Background: an optimization exercise with open tools, aiming at small area and a short achievable clock period. Do not read the settings as production practice. At most, simulation tests tie the RTL to the original design; equivalence was not proved. Function not checked in runs 2 and 3: the RTL went through the layout flow alone. The clock cells of run 1 come from the design's own scripts or RTL, not from TritonCTS. No driver is modelled on the clock port, so clock power and skew are understated where the tree is cut down; a real chip needs a root buffer or a tree. No activity file was given, so power comes from the tool's default toggle rates.

--- design/flow/config.mk ---
export PLATFORM = sky130hd
export DESIGN_NAME = packet_sfifo_drop
export DESIGN_NICKNAME = packet_sfifo_drop
export VERILOG_FILES = /design/flow/design.v
export SDC_FILE = /design/flow/constraint.sdc
export NUM_CORES = 4
export LEC_CHECK = 0
export ABC_CLOCK_PERIOD_IN_PS = 2200
export CAP_MARGIN = 10
export CORE_MARGIN = 2
export CORE_UTILIZATION = 55
export SETUP_SLACK_MARGIN = 2.9
export SLEW_MARGIN = 10
--- design/flow/constraint.sdc ---
create_clock -name core_clock -period 5.0 [get_ports {clk}]
set_input_delay 1.0000 -clock core_clock [delete_from_list [all_inputs] [get_ports {clk}]]
set_output_delay 1.0000 -clock core_clock [all_outputs]
set_load 0.01 [all_outputs]
--- design/flow/design.v ---
module packet_sfifo_drop #(
  parameter int DATA_WIDTH   = 32,
  parameter int FIFO_DEPTH   = 64,
  parameter int AFULL_THRESH = FIFO_DEPTH - 8,
  localparam int CW          = $clog2(FIFO_DEPTH) + 1
) (
  input  logic                  clk,
  input  logic                  rst,
  input  logic                  wen,
  input  logic [DATA_WIDTH-1:0] wdata,
  input  logic                  wdrop,
  output logic                  afull,
  output logic                  full,
  output logic [CW-1:0]         wrcnt,
  input  logic                  ren,
  output logic [DATA_WIDTH-1:0] rdata,
  output logic                  empty,
  output logic [CW-1:0]         rdcnt,
  output logic [CW-1:0]         pkt_cnt,
  output logic                  overflow,
  output logic                  underflow,
  output logic                  drop
);
  localparam int AW = CW - 1;
  logic [DATA_WIDTH-1:0] r_mem [FIFO_DEPTH];
  logic [AW-1:0]         r_wptr, r_cptr;              
  logic [7:0]            r_wlo, r_whi;                
  logic [FIFO_DEPTH-1:0] r_rsel;                      
  logic [CW-1:0]         r_wrcnt, r_rdcnt, r_pkt_cnt;
  logic [CW-1:0]         r_pkt_inc, r_pkt_dec;        
  logic                  r_disc, r_full, r_afull, r_nempty;
  logic                  r_wok, r_wovf, r_wc0, r_wc1;    
  logic                  r_overflow, r_underflow, r_drop;
  logic [DATA_WIDTH-1:0] r_rdata;                     
  logic          w_eop, w_acc, w_commit, w_discard, w_ovf, w_rb, w_rd, w_rd_eop, w_hit;
  logic [CW-1:0] w_wrcnt_nxt, w_rdcnt_nxt, w_pkt_nxt, w_pkt_inc_nxt, w_pkt_dec_nxt;
  logic [AW-1:0] w_wptr_nxt;
  logic          w_full_nxt, w_afull_nxt, w_nempty_nxt, w_disc_nxt, w_wc0_nxt, w_wc1_nxt;
  assign wrcnt     = r_wrcnt;
  assign rdcnt     = r_rdcnt;
  assign full      = r_full;
  assign afull     = r_afull;
  assign pkt_cnt   = r_pkt_cnt;
  assign empty     = ~r_nempty;
  assign rdata     = r_rdata;
  assign overflow  = r_overflow;
  assign underflow = r_underflow;
  assign drop      = r_drop;
  assign w_eop     = wdata[DATA_WIDTH-1];
  assign w_acc     = wen & r_wok;
  assign w_commit  = w_acc & w_eop & ~wdrop;
  assign w_discard = w_acc & w_eop & wdrop;
  assign w_ovf     = wen & r_wovf;
  assign w_rb      = w_ovf | w_discard;
  assign w_rd      = ren & r_nempty;
  assign w_rd_eop  = w_rd & r_rdata[DATA_WIDTH-1];
  assign w_hit     = w_acc & (w_rd ? r_wc1 : r_wc0);
  assign w_disc_nxt = r_disc ? ~(wen & w_eop) : (w_ovf & ~w_eop);
  always_comb begin
    if (w_rb) begin
      w_wrcnt_nxt = w_rd ? r_rdcnt - CW'(1) : r_rdcnt;
      w_full_nxt  = ~w_rd & (r_rdcnt == CW'(FIFO_DEPTH));
      w_wc0_nxt   = w_rd ? (r_rdcnt == CW'(1)) : (r_rdcnt == '0);
      w_wc1_nxt   = w_rd ? (r_rdcnt == CW'(2)) : (r_rdcnt == CW'(1));
      w_afull_nxt = w_rd ? (r_rdcnt >= CW'(AFULL_THRESH + 1)) : (r_rdcnt >= CW'(AFULL_THRESH));
    end else if (w_acc & ~w_rd) begin
      w_wrcnt_nxt = r_wrcnt + CW'(1);
      w_full_nxt  = r_wrcnt == CW'(FIFO_DEPTH - 1);
      w_wc0_nxt   = 1'b0;
      w_wc1_nxt   = r_wc0;
      w_afull_nxt = r_wrcnt >= CW'(AFULL_THRESH - 1);
    end else if (~w_acc & w_rd) begin
      w_wrcnt_nxt = r_wrcnt - CW'(1);
      w_full_nxt  = 1'b0;
      w_wc0_nxt   = r_wc1;
      w_wc1_nxt   = r_wrcnt == CW'(2);
      w_afull_nxt = r_wrcnt >= CW'(AFULL_THRESH + 1);
    end else begin
      w_wrcnt_nxt = r_wrcnt;
      w_full_nxt  = r_full;
      w_wc0_nxt   = r_wc0;
      w_wc1_nxt   = r_wc1;
      w_afull_nxt = r_afull;
    end
    if (w_commit) w_rdcnt_nxt = w_rd ? r_wrcnt : r_wrcnt + CW'(1);
    else          w_rdcnt_nxt = w_rd ? r_rdcnt - CW'(1) : r_rdcnt;
    if (w_commit & ~w_rd_eop) begin
      w_pkt_nxt     = r_pkt_inc;
      w_pkt_inc_nxt = r_pkt_inc + CW'(1);
      w_pkt_dec_nxt = r_pkt_cnt;
      w_nempty_nxt = 1'b1;
    end else if (~w_commit & w_rd_eop) begin
      w_pkt_nxt     = r_pkt_dec;
      w_pkt_inc_nxt = r_pkt_cnt;
      w_pkt_dec_nxt = r_pkt_dec - CW'(1);
      w_nempty_nxt = r_pkt_cnt != CW'(1);
    end else begin
      w_pkt_nxt     = r_pkt_cnt;
      w_pkt_inc_nxt = r_pkt_inc;
      w_pkt_dec_nxt = r_pkt_dec;
      w_nempty_nxt = r_nempty;
    end
  end
  logic [DATA_WIDTH-1:0] w_rnext;
  always_comb begin
    w_rnext = '0;
    for (int i = 0; i < FIFO_DEPTH; i++)
      w_rnext = w_rnext | ({DATA_WIDTH{r_rsel[i]}} & r_mem[i]);
  end
  always_ff @(posedge clk)
    for (int i = 0; i < FIFO_DEPTH; i++)
      if (r_whi[i / 8] & r_wlo[i % 8]) r_mem[i] <= wdata;
  assign w_wptr_nxt = w_rb ? r_cptr : r_wptr + AW'(w_acc);
  always_ff @(posedge clk or posedge rst)
    if (rst)        r_rdata <= '0;
    else if (w_hit) r_rdata <= wdata;
    else if (w_rd)  r_rdata <= w_rnext;
  always_ff @(posedge clk or posedge rst)
    if (rst) begin
      r_wptr      <= '0;
      r_wlo       <= 8'b0000_0001;
      r_whi       <= 8'b0000_0001;
      r_cptr      <= '0;
      r_rsel      <= FIFO_DEPTH'(2);
      r_wrcnt     <= '0;
      r_rdcnt     <= '0;
      r_pkt_cnt   <= '0;
      r_pkt_inc   <= CW'(1);
      r_pkt_dec   <= '1;
      r_disc      <= 1'b0;
      r_wok       <= 1'b1;
      r_wovf      <= 1'b0;
      r_wc0       <= 1'b1;
      r_wc1       <= 1'b0;
      r_full      <= 1'b0;
      r_afull     <= 1'b0;
      r_nempty    <= 1'b0;
      r_overflow  <= 1'b0;
      r_underflow <= 1'b0;
      r_drop      <= 1'b0;
    end else begin
      r_wptr      <= w_wptr_nxt;
      r_wlo       <= 8'b1 << w_wptr_nxt[2:0];
      r_whi       <= w_full_nxt ? 8'b0 : 8'b1 << w_wptr_nxt[5:3];
      r_cptr      <= w_commit ? r_wptr + AW'(1) : r_cptr;
      r_rsel      <= w_rd ? {r_rsel[FIFO_DEPTH-2:0], r_rsel[FIFO_DEPTH-1]} : r_rsel;
      r_wrcnt     <= w_wrcnt_nxt;
      r_rdcnt     <= w_rdcnt_nxt;
      r_pkt_cnt   <= w_pkt_nxt;
      r_pkt_inc   <= w_pkt_inc_nxt;
      r_pkt_dec   <= w_pkt_dec_nxt;
      r_disc      <= w_disc_nxt;
      r_wok       <= ~w_full_nxt & ~w_disc_nxt;
      r_wovf      <= w_full_nxt & ~w_disc_nxt;
      r_wc0       <= w_wc0_nxt;
      r_wc1       <= w_wc1_nxt;
      r_full      <= w_full_nxt;
      r_afull     <= w_afull_nxt;
      r_nempty    <= w_nempty_nxt;
      r_overflow  <= w_ovf;
      r_underflow <= ren & ~r_nempty;
      r_drop      <= w_rb;
    end
endmodule
--- design/flow/flow/run.sh ---
#!/bin/bash
# The standard layout, with the clock tree built by flow/pre_cts.tcl instead of TritonCTS.
# make's output goes to flow_make.log; each ORFS step keeps its own log under orfs/logs/.
set -euo pipefail
here="$(pwd)"
export PRE_CTS_TCL="$here/flow/pre_cts.tcl"
bash standard.sh > "$here/flow_make.log" 2>&1
--- design/flow/flow/mytree.tcl ---
# Build a two-level clock tree by hand: a leaf buffer (leafcell) for each cluster of about
# leafsize nearby flip-flops, and four root clkbuf_16, each driving a quarter of the leaves (split at
# the median in x, then in y within each half), all fed by the clock port.
proc clock_tree_centroid {grp} {
  set x 0; set y 0
  foreach g $grp { incr x [lindex $g 1]; incr y [lindex $g 2] }
  return [list [expr {$x/[llength $grp]}] [expr {$y/[llength $grp]}]]
}

proc clock_tree_buffer {block master name net_name loc} {
  set inst [odb::dbInst_create $block $master $name]
  $inst setLocation [lindex $loc 0] [lindex $loc 1]
  $inst setPlacementStatus PLACED
  set net [odb::dbNet_create $block $net_name]
  $net setSigType CLOCK
  [$inst findITerm X] connect $net
  return [list $inst $net]
}

proc build_clock_tree {clkport leafsize {leafcell sky130_fd_sc_hd__clkbuf_16}} {
  set block [ord::get_db_block]
  set cnet [[$block findBTerm $clkport] getNet]
  set buf [[ord::get_db] findMaster sky130_fd_sc_hd__clkbuf_16]
  set lbuf [[ord::get_db] findMaster $leafcell]
  set sinks {}
  foreach it [$cnet getITerms] {
    set loc [[$it getInst] getLocation]
    lappend sinks [list $it [lindex $loc 0] [lindex $loc 1]]
  }
  set n [llength $sinks]
  set die [$block getDieArea]
  set W [$die xMax]; set H [$die yMax]
  # leaf clusters: vertical strips, cut into chunks along y
  set nclusters [expr {int(ceil(double($n)/$leafsize))}]
  set nstrips [expr {max(1,int(round(sqrt($nclusters * double($W)/$H))))}]
  set sx [lsort -integer -index 1 $sinks]
  set per [expr {int(ceil(double($n)/$nstrips))}]
  set leaves {}
  for {set s 0} {$s < $nstrips} {incr s} {
    set strip [lsort -integer -index 2 [lrange $sx [expr {$s*$per}] [expr {($s+1)*$per-1}]]]
    set m [llength $strip]
    if {$m == 0} continue
    set k [expr {int(ceil(double($m)/$leafsize))}]
    set cs [expr {int(ceil(double($m)/$k))}]
    for {set c 0} {$c < $k} {incr c} {
      set grp [lrange $strip [expr {$c*$cs}] [expr {($c+1)*$cs-1}]]
      if {[llength $grp] == 0} continue
      set loc [clock_tree_centroid $grp]
      set li [llength $leaves]
      lassign [clock_tree_buffer $block $lbuf "clkleaf_$li" "clknet_leaf_$li" $loc] inst net
      foreach g $grp { set it [lindex $g 0]; $it disconnect; $it connect $net }
      lappend leaves [list $inst {*}$loc]
    }
  }
  # roots: halves by x, then halves by y, each with the same number of leaves
  set lx [lsort -integer -index 1 $leaves]
  set h [expr {([llength $lx] + 1) / 2}]
  set quarters {}
  foreach half [list [lrange $lx 0 [expr {$h-1}]] [lrange $lx $h end]] {
    set hy [lsort -integer -index 2 $half]
    set q [expr {([llength $hy] + 1) / 2}]
    lappend quarters [lrange $hy 0 [expr {$q-1}]] [lrange $hy $q end]
  }
  set r 0
  foreach grp $quarters {
    if {[llength $grp] == 0} continue
    lassign [clock_tree_buffer $block $buf "clkroot_$r" "clknet_root_$r" [clock_tree_centroid $grp]] inst net
    foreach g $grp { [[lindex $g 0] findITerm A] connect $net }
    [$inst findITerm A] connect $cnet
    incr r
  }
  $cnet setSigType CLOCK
  puts "clock tree: $n sinks, [llength $leaves] leaves, $r roots"
}

# Move each output port's buffer next to the cell that drives it, so the long wire to the
# pin is driven by the buffer rather than by a small flip-flop.
proc move_output_buffers {} {
  set block [ord::get_db_block]
  set moved 0
  foreach bt [$block getBTerms] {
    if {[$bt getIoType] ne "OUTPUT"} continue
    set net [$bt getNet]
    foreach it [$net getITerms] {
      if {![$it isOutputSignal]} continue
      set binst [$it getInst]
      foreach in [$binst getITerms] {
        if {![$in isInputSignal]} continue
        set inet [$in getNet]
        if {$inet eq "NULL"} continue
        foreach d [$inet getITerms] {
          if {[$d isOutputSignal]} {
            set loc [[$d getInst] getLocation]
            $binst setLocation [lindex $loc 0] [lindex $loc 1]
            incr moved
          }
        }
      }
    }
  }
  puts "moved $moved output buffers"
}
--- design/flow/flow/pre_cts.tcl ---
# Run by ORFS's cts step (PRE_CTS_TCL) in place of clock_tree_synthesis: moves each output
# port's buffer next to its driver, then builds a balanced two-level clock tree (see
# mytree.tcl) with less insertion delay than TritonCTS's three levels.
source [file join [file dirname [info script]] mytree.tcl]
move_output_buffers
build_clock_tree clk 16 sky130_fd_sc_hd__clkbuf_8
rename clock_tree_synthesis __orig_clock_tree_synthesis
proc clock_tree_synthesis {args} {
  puts "clock_tree_synthesis skipped: the clock tree was built by pre_cts.tcl"
  set_propagated_clock [all_clocks]
}
--- design/flow/standard.sh ---
#!/bin/bash
# synth_recipe.tcl (not shown) runs the flow's synth.tcl, then flattens the netlist and writes it again
# the make line also repeats each setting of config.mk as NAME=value (left out here)
make -C /OpenROAD-flow-scripts/flow DESIGN_CONFIG=/design/flow/config.mk WORK_HOME=/design/flow/orfs CLKGATE_MAP_FILE= SYNTH_SCRIPT=/design/flow/synth_recipe.tcl "${@:-finish}"
==> impl_metrics.env, run 1 <==
export IMPL_p_clk_share_pct=23.6
export IMPL_yosysTopAreaCell="edfxtp_1"
export IMPL_grt_start_max_net_pins=93
export IMPL_grt_overflow=0
export IMPL_synth_main_ff_cell="edfxtp_1"
export IMPL_crit_cells=1
export IMPL_combPwrFrac_pct=11.8
export IMPL_cpLargestDelayFamily="flip-flops"
export IMPL_gp_congestion=0.863
export IMPL_yosysTopAreaCellShare_pct=76.3
export IMPL_critical_path_class="reg -> out"
export IMPL_fin_worst_hold_slack_ns=0.488
export IMPL_setup_violations=0
export IMPL_required_ns=4.00
export IMPL_yosysWarningCount=2
export IMPL_post_drt_via_cell_ratio=7.84
export IMPL_grt_pass1_vias=47400
export IMPL_p_int_uw=25500
export IMPL_final_hold_violation_count=0
export IMPL_critPathBufInv=1
export IMPL_status="no timing/DRC/antenna violations"
export IMPL_drive_above_1_share_pct=18.5
export IMPL_power_density_mw_per_mm2=386
export IMPL_cp_slowest_stage_delay_ns=0.42
export IMPL_worstHoldPathType="reg -> reg"
export IMPL_critical_path_slowest_cell="dfrtp_1"
export IMPL_yosysMostFrequentCell="edfxtp_1"
export IMPL_grt_pass1_wl_um=442000
export IMPL_synth_area_top_cells="edfxtp_1 (76%), dfrtp_1 (4.9%), a22oi_1 (3.6%), a221oi_1 (3.5%), a22o_1 (3.5%)"
export IMPL_worstPathArrival_ns=1.23
export IMPL_layout_nets=4855
export IMPL_max_slew_margin_rel_pct=17.2
export IMPL_hold_depth=2
export IMPL_p_sw_uw=9060
export IMPL_finClkSkew_ns=0.0478
export IMPL_antenna_found_initial=23
export IMPL_avgSynthCellArea_um2=18.0
export IMPL_path_clk_slew_ns=0.11
export IMPL_initial_core_util_pct=55.4
export IMPL_place_inst=6360
export IMPL_synthCells=4489
export IMPL_vdd_drop_max_mv=0.458
export IMPL_clkLatencyLatePin_ns=0.64
export IMPL_portBuffers=95
export IMPL_syn_area_mm2=0.0806
export IMPL_path_cells="buf_6"
export IMPL_drtIter0Drc=11700
export IMPL_crit_fanout=2
export IMPL_maxCapViolCount=0
export IMPL_syn_nets=4539
export IMPL_grt_total_usage_pct=44.5
export IMPL_drt_wl_total_um=341000
export IMPL_p_leak_uw=0.0291
export IMPL_setup_tns_ns=0
export IMPL_route_vias_total=52800
export IMPL_core_area_mm2=0.146
export IMPL_die_h_um=387
export IMPL_place_ws_ns=1.32
export IMPL_instances_no_fill=6734
export IMPL_ios=96
export IMPL_rrSetupSlack_ns=2.78
export IMPL_dpl_hpwl_um=175000
export IMPL_synthArstFlopShare_pct=7.66
export IMPL_r2r_cells=2
export IMPL_switching_share_pct=26.2
export IMPL_drtPass1Iterations=8
export IMPL_yosysSeqAreaShare_pct=81.6
export IMPL_synth_seq_cells=2218
export IMPL_end_kind="primary output"
export IMPL_p_total_uw=34600
export IMPL_synth_cell_types=63
export IMPL_cts_hold_buffers_added=0
export IMPL_die_area_mm2=0.150
export IMPL_max_freq_mhz=449
export IMPL_syn_to_final_growth_pct=11.2
export IMPL_seqPwrFrac_pct=64.6
export IMPL_ant_nets=0
export IMPL_start_kind="flop"
export IMPL_fin_crit_sh_pct=44.5
export IMPL_tightestPinTransition_ns=1.24
export IMPL_synthTopCellsByCount="edfxtp_1 (2048), a22oi_1 (391), a221oi_1 (323)"
export IMPL_slew_violations=0
export IMPL_drc=0
export IMPL_min_period_ns=2.23
export IMPL_placementRows=140
export IMPL_rsz0062_at_grt="yes"
export IMPL_avgRoutedWirePerCell_um=50.6
export IMPL_die_w_um=387
export IMPL_synth_edf_count=2048
export IMPL_timing_final_ws_setup_ns=2.77
[tightest hold or removal path, delay by kind of cell, from the launching register on]
kind / cells / cell delay, ns
DFF: 1 / 0.35
and+or+nand+nor: 1 / 0.05
AOI/OAI and AO/OA: 1 / 0.06
[repair_timing]
action                                 in CTS  in global routing
cloned                                      1                  5
endpoints found under the hold margin       0                  0
setup endpoints to repair                 817                151
gates resized for setup                   564                 75
setup buffers                             167                 39
pin swaps                                  10                 24
[logic make-up (layout without fill, tap and decap cells)]
logic type | Yosys count | in the layout | share of synthesized area [%]
AO/OA/AOI/OAI | 1182 | 1182 | 11.7
XOR/XNOR | 26 | 26 | 0.283
AND/OR/NAND/NOR | 706 | 707 | 4.32
other | 0 | 14 | 0
flip-flops | 2218 | 2218 | 81.6
multiplexers | 19 | 19 | 0.265
adder cells (fa/ha/maj) | 13 | 13 | 0.202
buffers and inverters | 325 | 638 | 1.64
[per-layer routing]
| metal | GRT usage (%) | wire, um | up-vias | part of all wire [%] |
|---|---|---|---|---|
| met3 | 13.7 | 58100 | 1226 | 17 |
| met2 | 63.3 | 142000 | 5604 | 42 |
| met1 | 61.9 | 115000 | 27000 | 34 |
| met4 | 24.3 | 25400 | 16 | 7.5 |
| li1 | - | - | 19000 | - |
| met5 | 0 | 111 | - | 0.033 |
[area by class of cell]
cell class,count,area (um2)
sequential,2218,66000
fill,10600,56000
multi-input combinational,1947,14300
timing repair buffer,467,4630
tap,1917,2400
buffer,148,2080
inverter,23,104
antenna,14,35.0
[registers in the layout, indices dropped and copies added, names as in the netlist, 6 cells and up]
| name | flops |
|---|---|
| r_pkt_dec | 7 |
| r_whi | 8 |
| r_rdata | 32 |
| r_pkt_inc | 7 |
| r_wrcnt | 7 |
| r_pkt_cnt | 7 |
| r_mem | 2048 |
| r_rdcnt | 7 |
| r_wlo | 8 |
| r_cptr | 6 |
| r_wptr | 6 |
| r_rsel | 64 |
[placed cells by master (no fill, tap or decap), types with 14 or more instances in the layout]
master / instances
edfxtp_1: 2048
a22oi_1: 391
a22o_1: 321
a221oi_1: 296
buf_4: 258
nand2_1: 224
clkbuf_8: 144
nand4_1: 131
buf_6: 108
nor2_1: 96
a21oi_1: 85
dfrtp_1: 73
nand3_1: 71
and2_4: 60
dfrtp_4: 53
buf_12: 45
nor3_1: 43
buf_2: 33
dfrtp_2: 31
a221oi_2: 26
o21ai_1: 18
xnor2_1: 16
inv_1: 16
diode_2: 14
o21ai_0: 14
nor4_2: 14
[worst paths after layout]
| kind | startpoint | end |
|---|---|---|
| setup / recovery | r_rdata[26]$_DFFE_PP0P_ | rdata[26] |
| hold / removal | r_cptr[5]$_DFFE_PP0P_ | r_cptr[5]$_DFFE_PP0P_ |
| setup reg to reg | r_whi[0]$_DFF_PP1_ | r_mem[4][0]$_DFFE_PP_ |
| hold reg to reg | r_cptr[5]$_DFFE_PP0P_ | r_cptr[5]$_DFFE_PP0P_ |
| max in group asynchronous | rst | r_rsel[50]$_DFFE_PP0P_ |
| min in group asynchronous | rst | r_rdata[3]$_DFFE_PP0P_ |
[metrics by stage]
| stage | utilization (%) | area, um2 |
|---|---|---|
| final | 61.5 | 89600 |
| after global routing | 61.5 | 89600 |
| after CTS | 61.0 | 88700 |
| after detailed placement | 58.0 | 84400 |
| after global placement | 58.0 | 84400 |
| after floorplan | - | 80900 |
[power by group through the flow]
stage,sequential (uW),combinational [uW],clock (uW)
2_1_floorplan,22600,1350,0
3_3_place_gp,22800,3230,0
3_5_place_dp,22900,3260,0
4_1_cts,22300,3830,8030
5_1_grt,22400,4120,8600
6_report,22300,4090,8170
==> run 2: changes to the inputs <==
==> design/flow/design.v (replaced) <==
module packet_sfifo_drop #(
  parameter int DATA_WIDTH   = 32,
  parameter int FIFO_DEPTH   = 64,
  parameter int AFULL_THRESH = FIFO_DEPTH - 8,
  localparam int CW          = $clog2(FIFO_DEPTH) + 1
) (
  input  logic                  clk,
  input  logic                  rst,
  input  logic                  wen,
  input  logic [DATA_WIDTH-1:0] wdata,
  input  logic                  wdrop,
  output logic                  afull,
  output logic                  full,
  output logic [CW-1:0]         wrcnt,
  input  logic                  ren,
  output logic [DATA_WIDTH-1:0] rdata,
  output logic                  empty,
  output logic [CW-1:0]         rdcnt,
  output logic [CW-1:0]         pkt_cnt,
  output logic                  overflow,
  output logic                  underflow,
  output logic                  drop
);
  localparam logic [1:0] S_IDLE    = 2'd0;
  localparam logic [1:0] S_PKT     = 2'd1;
  localparam logic [1:0] S_DISCARD = 2'd2;
  logic [DATA_WIDTH-1:0] r_mem [FIFO_DEPTH];
  logic [CW-1:0]         r_wptr, r_cptr, r_rptr, r_pkt_cnt;
  logic [1:0]            r_state, w_state_nxt;
  logic                  r_overflow, r_underflow, r_drop;
  logic                  w_eop, w_open, w_acc, w_commit, w_discard, w_ovf, w_rd, w_rd_eop;
  assign wrcnt   = r_wptr - r_rptr;
  assign rdcnt   = r_cptr - r_rptr;
  assign full    = wrcnt == CW'(FIFO_DEPTH);
  assign afull   = wrcnt >= CW'(AFULL_THRESH);
  assign pkt_cnt = r_pkt_cnt;
  assign empty   = r_pkt_cnt == '0;
  assign rdata   = r_mem[r_rptr[CW-2:0]];
  assign overflow  = r_overflow;
  assign underflow = r_underflow;
  assign drop      = r_drop;
  assign w_eop     = wdata[DATA_WIDTH-1];
  assign w_open    = r_state != S_DISCARD;
  assign w_acc     = wen & ~full & w_open;
  assign w_commit  = w_acc & w_eop & ~wdrop;
  assign w_discard = w_acc & w_eop & wdrop;
  assign w_ovf     = wen & full & w_open;
  assign w_rd      = ren & ~empty;
  assign w_rd_eop  = w_rd & rdata[DATA_WIDTH-1];
  assign w_state_nxt = w_ovf ? (w_eop ? S_IDLE : S_DISCARD) :
                       w_acc ? (w_eop ? S_IDLE : S_PKT) :
                       (!w_open && wen && w_eop) ? S_IDLE : r_state;
  always_ff @(posedge clk)
    if (w_acc) r_mem[r_wptr[CW-2:0]] <= wdata;
  always_ff @(posedge clk or posedge rst)
    if (rst) begin
      r_wptr      <= '0;
      r_cptr      <= '0;
      r_rptr      <= '0;
      r_pkt_cnt   <= '0;
      r_state     <= S_IDLE;
      r_overflow  <= 1'b0;
      r_underflow <= 1'b0;
      r_drop      <= 1'b0;
    end else begin
      r_wptr      <= (w_ovf || w_discard) ? r_cptr : w_acc ? r_wptr + 1'b1 : r_wptr;
      r_cptr      <= w_commit ? r_wptr + 1'b1 : r_cptr;
      r_rptr      <= w_rd ? r_rptr + 1'b1 : r_rptr;
      r_pkt_cnt   <= r_pkt_cnt + CW'(w_commit) - CW'(w_rd_eop);
      r_state     <= w_state_nxt;
      r_overflow  <= w_ovf;
      r_underflow <= ren & empty;
      r_drop      <= w_ovf | w_discard;
    end
endmodule
==> design/flow/run.sh (new file) <==
#!/bin/bash
# synth_recipe.tcl (not shown) runs the flow's synth.tcl, then flattens the netlist and writes it again
# the make line also repeats each setting of config.mk as NAME=value (left out here)
make -C /OpenROAD-flow-scripts/flow DESIGN_CONFIG=/design/flow/config.mk WORK_HOME=/design/flow/orfs CLKGATE_MAP_FILE= SYNTH_SCRIPT=/design/flow/synth_recipe.tcl finish
==> design/flow/config.mk (replaced) <==
export PLATFORM = sky130hd
export DESIGN_NAME = packet_sfifo_drop
export DESIGN_NICKNAME = packet_sfifo_drop
export VERILOG_FILES = /design/flow/design.v
export SDC_FILE = /design/flow/constraint.sdc
export NUM_CORES = 4
export LEC_CHECK = 0
export CAP_MARGIN = 20
export CORE_MARGIN = 2
export CORE_UTILIZATION = 40
export SETUP_SLACK_MARGIN = 0.3
export SLEW_MARGIN = 20
removed: design/flow/flow/run.sh
removed: design/flow/flow/mytree.tcl
removed: design/flow/flow/pre_cts.tcl
removed: design/flow/standard.sh
==> run 2 against run 1 <==
Net effect:
- sequential share of layout area decreased by 8.6 points
- global-route usage down 22 points
- highest routed layer unchanged
- maximum frequency shrank 53%
- worst setup slack worse by 2.5 ns
- largest power group is now combinational logic
- hold slack improved by 0.050 ns
- still clean
==> impl_metrics.env, run 2 <==
export IMPL_yosysWarningCount=1
export IMPL_placementRows=164
export IMPL_drtPass1Iterations=6
export IMPL_max_slew_margin_rel_pct=25.9
export IMPL_syn_to_final_growth_pct=18.8
export IMPL_cts_path_max_buffers=3
export IMPL_cts_root_buffer="clkbuf_16"
export IMPL_power_density_mw_per_mm2=577
export IMPL_critPathBufInv=7
export IMPL_layout_common_cells="edfxtp_1 (2048), mux4_2 (569), buf_4 (248)"
export IMPL_tightestPinTransition_ns=1.11
export IMPL_finish_utilization_pct=47.9
export IMPL_avgSynthCellArea_um2=22.5
export IMPL_fin_crit_sh_pct=94.4
export IMPL_drc=0
export IMPL_grt_overflow=0
export IMPL_synth_area_top_cells="edfxtp_1 (76%), mux4_2 (16%), dfrtp_1 (1.0%), nand2_1 (0.85%), mux4_1 (0.49%)"
export IMPL_die_area_mm2=0.205
export IMPL_path_clk_slew_ns=0.06
export IMPL_worstPathArrival_ns=3.72
export IMPL_initial_core_util_pct=40.3
export IMPL_setup_tns_ns=0
export IMPL_drtIter0Drc=5411
export IMPL_synthArstFlopShare_pct=1.59
export IMPL_ios=96
export IMPL_crit_fanout=7
export IMPL_finClkSkew_ns=0.0325
export IMPL_yosysSeqAreaShare_pct=77.3
export IMPL_cp_slowest_stage_delay_ns=0.56
export IMPL_maxCapViolCount=0
export IMPL_die_w_um=453
export IMPL_grt_pass1_vias=40000
export IMPL_synth_cell_types=65
export IMPL_p_leak_uw=0.0305
export IMPL_min_period_ns=4.72
export IMPL_cts_sinks=2081
export IMPL_antenna_found_initial=13
export IMPL_largest_reg_flops=2048
export IMPL_yosysTopAreaCellShare_pct=76.3
export IMPL_end_kind="primary output"
export IMPL_drt_wl_total_um=230000
export IMPL_syn_nets=3644
export IMPL_avgRoutedWirePerCell_um=33.6
export IMPL_seqCellArea_mm2=0.0623
export IMPL_dpl_hpwl_um=122000
export IMPL_gp_congestion=0.796
export IMPL_synthCells=3581
export IMPL_yosysTopAreaCell="edfxtp_1"
export IMPL_syn_area_mm2=0.0806
export IMPL_synth_seq_cells=2081
export IMPL_mostFrequentLayoutCell="edfxtp_1"
export IMPL_path_cells="buf_16 > buf_16 > buf_12 > buf_12 > buf_16 > buf_4 > mux4_2 > nand2_1 > a31oi_1 > o21ai_0 > nand3_2 > dlygate4sd2_1"
export IMPL_route_vias_total=41000
export IMPL_drive_above_1_share_pct=34.0
export IMPL_post_drt_via_cell_ratio=5.98
export IMPL_required_ns=4.00
export IMPL_fillers=16100
export IMPL_cpLargestDelayFamily="buffers and inverters"
export IMPL_worstHoldPathType="reg -> reg"
export IMPL_grt_pass1_wl_um=320000
export IMPL_p_total_uw=55200
export IMPL_layout_nets=4094
export IMPL_rsz0062_at_grt="yes"
export IMPL_max_freq_mhz=212
export IMPL_portBuffers=95
export IMPL_clkLatencyLatePin_ns=0.86
export IMPL_ant_nets=0
export IMPL_cts_tree="built"
export IMPL_vdd_drop_max_mv=0.558
export IMPL_synth_main_ff_cell="edfxtp_1"
export IMPL_yosysMostFrequentCell="edfxtp_1"
export IMPL_final_hold_violation_count=0
export IMPL_status="no timing/DRC/antenna violations"
export IMPL_setup_violations=0
export IMPL_h_tree_depth=4
export IMPL_synth_edf_count=2048
export IMPL_slew_violations=0
export IMPL_die_h_um=453
export IMPL_grt_start_max_net_pins=96
export IMPL_path_common_cell="buf_16"
export IMPL_core_area_mm2=0.200
export IMPL_critical_path_class="reg -> out"
export IMPL_synthTopCellsByCount="edfxtp_1 (2048), mux4_2 (566), nand2_1 (183)"
export IMPL_grt_total_usage_pct=22.4
export IMPL_start_kind="flop"
export IMPL_numCtsBuffers=201
export IMPL_critical_path_slowest_cell="dfrtp_4"
export IMPL_multiInputGateArea_mm2=0.0184
[run 2: cell count changes in the layout (fill, tap and decap cells not counted), moves of 90 or more]
cell,previous run,this run
mux4_2,1,569
a22oi_1,391,7
a22o_1,321,0
a221oi_1,296,2
clkbuf_16,8,207
clkbuf_8,144,5
nand4_1,131,4
buf_6,108,18
[run 2: kinds of logic (layout without fill, tap and decap cells)]
| group | after synthesis | in the layout | synth area share, % |
|---|---|---|---|
| flops | 2081 | 2081 | 77.3 |
| mux | 615 | 615 | 16.7 |
| simple gates | 430 | 430 | 2.35 |
| buf+inv | 228 | 842 | 1.42 |
| compound gates | 174 | 174 | 1.47 |
| xor+xnor | 27 | 27 | 0.293 |
| fa+ha+maj | 26 | 26 | 0.431 |
| other cells | 0 | 5 | 0 |
[run 2: path summary, 6_finish.rpt]
check | slack, ns | from | endpoint | cells after the start
max in group asynchronous | 4.08 | rst | r_rptr[2]$_DFFE_PP0P_ | 3
setup / recovery | 0.28 | r_rptr[0]$_DFFE_PP0P_ | rdata[8] | 12
hold / removal | 0.54 | r_state[1]$_DFFE_PP0P_ | r_state[1]$_DFFE_PP0P_ | 1
hold reg to reg | 0.54 | r_state[1]$_DFFE_PP0P_ | r_state[1]$_DFFE_PP0P_ | 1
min in group asynchronous | 0.56 | rst | r_drop$_DFF_PP0_ | 3
setup reg to reg | 0.45 | r_rptr[0]$_DFFE_PP0P_ | r_mem[63][8]$_DFFE_PP_ | 12
[run 2: area by class of cell]
cell class,count,share of cell area (%)
inverters,33,0.138
clock inverters,105,1.05
diodes,5,0.0131
clock buffers,262,5.59
flip-flops and latches,2081,65.1
repair buffers,442,5.46
well taps,2656,3.47
multi-input cells,1272,19.2
[run 2: routing by layer]
layer  up-vias  global-route usage (%)  wire (um)
met5         -                       0         42
met4         8                    5.82       5410
met3       293                    4.67      21000
met2      2137                    35.9     112000
met1     22500                    31.3      91900
li1      16100                       -          -
[run 2: power by group]
group | internal (uW) | switching (uW) | total (uW)
Sequential | 19900 | 265 | 20100
Combinational | 9540 | 10700 | 20300
Clock | 8280 | 6520 | 14800
Total | 37700 | 17500 | 55200
[run 2: metrics by stage]
stage	instance area (um2)	setup WS (ns)	hold slack, ns	cells
6_report	95800	0.282	0.538	6856
2_1_floorplan	80800	-0.217	0.482	3581
3_5_place_dp	86200	0.320	0.528	6335
4_1_cts	95000	0.112	0.512	6809
5_1_grt	95800	0.202	0.549	6851
3_3_place_gp	86100	0.306	0.501	6333
[run 2: repair_timing]
item / in CTS / in global routing
pin swaps: 26 / 30
gates cloned: 33 / 4
hold buffers: 0 / 0
endpoints found under the setup margin: 38 / 37
buffers inserted: 74 / 35
gates resized for setup: 244 / 81
==> run 3: changes to the inputs <==
==> design/flow/design.v (replaced) <==
module packet_sfifo_drop #(
  parameter int DATA_WIDTH   = 32,
  parameter int FIFO_DEPTH   = 64,
  parameter int AFULL_THRESH = FIFO_DEPTH - 8,
  localparam int CW          = $clog2(FIFO_DEPTH) + 1
) (
  input  logic                  clk,
  input  logic                  rst,
  input  logic                  wen,
  input  logic [DATA_WIDTH-1:0] wdata,
  input  logic                  wdrop,
  output logic                  afull,
  output logic                  full,
  output logic [CW-1:0]         wrcnt,
  input  logic                  ren,
  output logic [DATA_WIDTH-1:0] rdata,
  output logic                  empty,
  output logic [CW-1:0]         rdcnt,
  output logic [CW-1:0]         pkt_cnt,
  output logic                  overflow,
  output logic                  underflow,
  output logic                  drop
);
  localparam int AW = CW - 1;
  logic [DATA_WIDTH-1:0] r_mem [FIFO_DEPTH];
  logic [AW-1:0]         r_wptr, r_cptr, r_rptr1;    
  logic [CW-1:0]         r_wrcnt, r_rdcnt, r_pkt_cnt;
  logic                  r_disc, r_full, r_afull, r_empty;
  logic                  r_overflow, r_underflow, r_drop;
  logic [DATA_WIDTH-1:0] r_rdata;                     
  logic          w_eop, w_acc, w_commit, w_discard, w_ovf, w_rb, w_rd, w_rd_eop, w_hit;
  logic [CW-1:0] w_wrcnt_nxt, w_rdcnt_nxt, w_pkt_nxt;
  assign wrcnt     = r_wrcnt;
  assign rdcnt     = r_rdcnt;
  assign full      = r_full;
  assign afull     = r_afull;
  assign pkt_cnt   = r_pkt_cnt;
  assign empty     = r_empty;
  assign rdata     = r_rdata;
  assign overflow  = r_overflow;
  assign underflow = r_underflow;
  assign drop      = r_drop;
  assign w_eop     = wdata[DATA_WIDTH-1];
  assign w_acc     = wen & ~r_full & ~r_disc;
  assign w_commit  = w_acc & w_eop & ~wdrop;
  assign w_discard = w_acc & w_eop & wdrop;
  assign w_ovf     = wen & r_full & ~r_disc;
  assign w_rb      = w_ovf | w_discard;
  assign w_rd      = ren & ~r_empty;
  assign w_rd_eop  = w_rd & r_rdata[DATA_WIDTH-1];
  assign w_hit     = w_acc & (w_rd ? (r_wrcnt == CW'(1)) : (r_wrcnt == '0));
  assign w_wrcnt_nxt = w_rb     ? r_rdcnt - CW'(w_rd) : r_wrcnt + CW'(w_acc) - CW'(w_rd);
  assign w_rdcnt_nxt = w_commit ? r_wrcnt + CW'(1) - CW'(w_rd) : r_rdcnt - CW'(w_rd);
  assign w_pkt_nxt   = r_pkt_cnt + CW'(w_commit) - CW'(w_rd_eop);
  always_ff @(posedge clk)
    if (w_acc) r_mem[r_wptr] <= wdata;
  logic [FIFO_DEPTH-1:0] w_rsel;
  logic [DATA_WIDTH-1:0] w_rnext;
  assign w_rsel = FIFO_DEPTH'(1) << r_rptr1;
  always_comb begin
    w_rnext = '0;
    for (int i = 0; i < FIFO_DEPTH; i++)
      w_rnext = w_rnext | ({DATA_WIDTH{w_rsel[i]}} & r_mem[i]);
  end
  always_ff @(posedge clk)
    if (w_hit)     r_rdata <= wdata;
    else if (w_rd) r_rdata <= w_rnext;
  always_ff @(posedge clk or posedge rst)
    if (rst) begin
      r_wptr      <= '0;
      r_cptr      <= '0;
      r_rptr1     <= AW'(1);
      r_wrcnt     <= '0;
      r_rdcnt     <= '0;
      r_pkt_cnt   <= '0;
      r_disc      <= 1'b0;
      r_full      <= 1'b0;
      r_afull     <= 1'b0;
      r_empty     <= 1'b1;
      r_overflow  <= 1'b0;
      r_underflow <= 1'b0;
      r_drop      <= 1'b0;
    end else begin
      r_wptr      <= w_rb ? r_cptr : r_wptr + AW'(w_acc);
      r_cptr      <= w_commit ? r_wptr + AW'(1) : r_cptr;
      r_rptr1     <= r_rptr1 + AW'(w_rd);
      r_wrcnt     <= w_wrcnt_nxt;
      r_rdcnt     <= w_rdcnt_nxt;
      r_pkt_cnt   <= w_pkt_nxt;
      r_disc      <= r_disc ? ~(wen & w_eop) : (w_ovf & ~w_eop);
      r_full      <= w_wrcnt_nxt == CW'(FIFO_DEPTH);
      r_afull     <= w_wrcnt_nxt >= CW'(AFULL_THRESH);
      r_empty     <= w_pkt_nxt == '0;
      r_overflow  <= w_ovf;
      r_underflow <= ren & r_empty;
      r_drop      <= w_rb;
    end
endmodule
==> run 3 against run 2 <==
Net effect:
- register-to-register slack barely moved
- largest power group is now sequential cells
- still clean on timing, DRC and antenna
- synthesized cell count increased by 23%
- synthesized area is 2.9% lower
- worst setup slack improved by 0.16 ns
==> impl_metrics.env, run 3 <==
export IMPL_postCtsSetupBuffers=0
export IMPL_yosysSeqAreaShare_pct=81.3
export IMPL_die_w_um=446
export IMPL_cts_path_max_buffers=3
export IMPL_layout_nets=4855
export IMPL_finClkSkew_ns=0.0653
export IMPL_yosysTopAreaCellShare_pct=79.8
export IMPL_dpl_hpwl_um=194000
export IMPL_grt_pass1_wl_um=443000
export IMPL_worstHoldPathType="reg -> reg"
export IMPL_cts_sinks=2126
export IMPL_placementRows=162
export IMPL_cts_root_buffer="clkbuf_16"
export IMPL_core_area_mm2=0.195
export IMPL_yosysMostFrequentCell="edfxtp_1"
export IMPL_p_total_uw=45100
export IMPL_avgSynthCellArea_um2=17.7
export IMPL_path_clk_slew_ns=0.07
export IMPL_synthTopCellsByCount="edfxtp_1 (2080), a22oi_1 (777), and3_1 (201)"
export IMPL_fin_crit_sh_pct=91.2
export IMPL_h_tree_depth=4
export IMPL_status="no timing/DRC/antenna violations"
export IMPL_synth_cell_types=67
export IMPL_grt_start_max_net_pins=68
export IMPL_slew_violations=0
export IMPL_antenna_found_initial=24
export IMPL_synthArstFlopShare_pct=2.16
export IMPL_min_period_ns=4.56
export IMPL_final_hold_violation_count=0
export IMPL_worstPathArrival_ns=5.15
export IMPL_largest_reg_flops=2048
export IMPL_critical_path_class="reg -> reg"
export IMPL_start_kind="flop"
export IMPL_tightestPinTransition_ns=1.32
export IMPL_layout_common_cells="edfxtp_1 (2080), a22oi_1 (777), buf_4 (276)"
export IMPL_max_freq_mhz=219
export IMPL_grt_pass1_vias=47700
export IMPL_drive_above_1_share_pct=16.1
export IMPL_grt_total_usage_pct=33.6
export IMPL_timing_final_ws_setup_ns=0.441
export IMPL_gp_congestion=0.920
export IMPL_vdd_drop_max_mv=0.439
export IMPL_max_slew_margin_rel_pct=11.9
export IMPL_grt_overflow=0
export IMPL_setup_violations=0
export IMPL_drtIter0Drc=11700
export IMPL_ant_nets=0
export IMPL_maxCapViolCount=0
export IMPL_die_area_mm2=0.199
export IMPL_mostFrequentLayoutCell="edfxtp_1"
export IMPL_syn_nets=4481
export IMPL_top_regs="r_mem: 2048 flops, r_rdata: 32 flops"
export IMPL_yosysWarningCount=1
export IMPL_fillers=16300
export IMPL_syn_area_mm2=0.0783
export IMPL_post_drt_via_cell_ratio=7.05
export IMPL_synth_main_ff_cell="edfxtp_1"
export IMPL_p_leak_uw=0.0299
export IMPL_crit_fanout=21
export IMPL_clkLatencyLatePin_ns=0.90
export IMPL_rsz0062_at_grt="no"
export IMPL_die_h_um=446
export IMPL_drc=0
export IMPL_power_density_mw_per_mm2=491
export IMPL_synth_seq_cells=2126
export IMPL_seqCellArea_mm2=0.0636
export IMPL_cts_resized=0
export IMPL_multiInputGateArea_mm2=0.0146
export IMPL_cts_hold_buffers_added=0
export IMPL_numCtsBuffers=205
export IMPL_avgRoutedWirePerCell_um=45.2
export IMPL_required_ns=5.59
export IMPL_portBuffers=95
export IMPL_setup_tns_ns=0
export IMPL_drtPass1Iterations=6
export IMPL_syn_to_final_growth_pct=17.5
export IMPL_drt_wl_total_um=341000
export IMPL_cts_tree="built"
export IMPL_synth_area_top_cells="edfxtp_1 (80%), a22oi_1 (7.5%), and3_1 (1.6%), dfrtp_1 (1.4%), nand4_1 (1.1%)"
export IMPL_end_kind="flop"
export IMPL_ios=96
export IMPL_yosysTopAreaCell="edfxtp_1"
export IMPL_synthCells=4414
export IMPL_initial_core_util_pct=40.2
export IMPL_route_vias_total=53100
export IMPL_place_ws_ns=0.570
export IMPL_synth_edf_count=2080
-- run 3: changes by cell type after synthesis, sizes merged, moves of 42 or more --
cell / before / now
nor4: 2 / 49
buf: 131 / 89
a2111oi: 1 / 67
a22oi: 14 / 777
clkbuf: 64 / 152
and3: 9 / 204
nor2: 95 / 178
nand4: 4 / 141
mux4: 581 / 0
-- run 3: layer usage --
metal	global-route usage, %	routed length, um
met1	43.7	114000
met5	0	78
met3	11.8	57700
met4	20.7	25000
met2	48.1	144000
-- run 3: cell type report --
class                           instances  area share, %
Sequential cell                      2126           69.2
Multi-Input combinational cell       2017           15.9
Clock buffer                          252           5.82
Timing Repair Buffer                  408           4.20
Tap cell                             2542           3.46
Clock inverter                        131           1.29
Inverter                               30          0.122
Antenna cell                           22         0.0599
-- run 3: cell families after synthesis --
family	synth area share, %
buffers and inverters	1.49
and+or+nand+nor	6.52
DFF	81.3
AOI/OAI and AO/OA	9.80
adders and majority gates	0.499
xor gates and xnor gates	0.336
muxes	0.0656
-- run 3: report_power, final --
part	leakage [uW]	switching [uW]	internal (uW)
clock	0.00319	6930	8400
sequential	0.0193	657	20600
combinational	0.00742	6050	2530
-- run 3: final timing paths --
check / startpoint / end / slack [ns] / cells after the start
max in group asynchronous: rst / r_rdcnt[0]$_DFF_PP0_ / 3.84 / 3
max reg2reg: r_rptr1[4]$_DFF_PP0_ / r_rdata[10]$_DFFE_PP_ / 0.44 / 9
max: r_rptr1[4]$_DFF_PP0_ / r_rdata[10]$_DFFE_PP_ / 0.44 / 9
min in group asynchronous: rst / r_rptr1[3]$_DFF_PP0_ / 0.66 / 3
min: r_cptr[2]$_DFFE_PP0P_ / r_cptr[2]$_DFFE_PP0P_ / 0.48 / 2
min reg2reg: r_cptr[2]$_DFFE_PP0P_ / r_cptr[2]$_DFFE_PP0P_ / 0.48 / 2
-- run 3: critical path, cell delays in order (launching register included) --
cell and delay [ns]:
dfrtp_1 0.90, buf_4 0.36, nand4b_1 0.41, nor2_4 0.24, buf_4 0.38, a2111oi_0 0.83, buf_4 0.23, nand4_1 0.11
nor4_1 0.62, a31oi_1 0.16
-- run 3: per-stage QoR --
stage                     util, %  cell area, um2  hold WS (ns)  cells
after global placement       43.8           85200         0.456   7119
final                        47.2           91900         0.481   7528
after floorplan                 -           78300         0.440   4414
after global routing         47.2           91900         0.499   7507
after detailed placement     43.8           85300         0.470   7123
after CTS                    47.2           91800         0.487   7506

## separate check: timing with driven ports
Ports are ideal in the flow. The routed layouts listed here were re-timed in OpenROAD. Step 1, drivers: a clkbuf_16 drives clk and a buf_2 each remaining input, both assumed. Step 2, shift: input delay + t, output delay - t, t = (earliest + latest rising clock arrival at the registers) / 2. This alone moves slack from input paths to output paths. a / b / c = no drivers / after step 1 / after step 2; a / b = the first two.
| run | t, ns | setup slack, ns | hold slack, ns | slew at the worst register clock pin (ns) |
|---|---|---|---|---|
| run 1 | 0.804 | 2.773 / 2.585 / 2.275 | 0.488 / 0.466 / 0.488 | 0.11 / 0.11 |
| run 2 | 0.938 | 0.282 / 0.189 / 0.408 | 0.538 / 0.488 / 0.538 | 0.07 / 0.07 |
| run 3 | 0.952 | 0.441 / 0.441 / 0.441 | 0.481 / 0.481 / 0.481 | 0.07 / 0.07 |
After both steps every run listed still meets setup and hold. For run 1, which loses most, drivers alone change the setup slack by -0.188 ns; drivers and shift together by -0.498 ns.
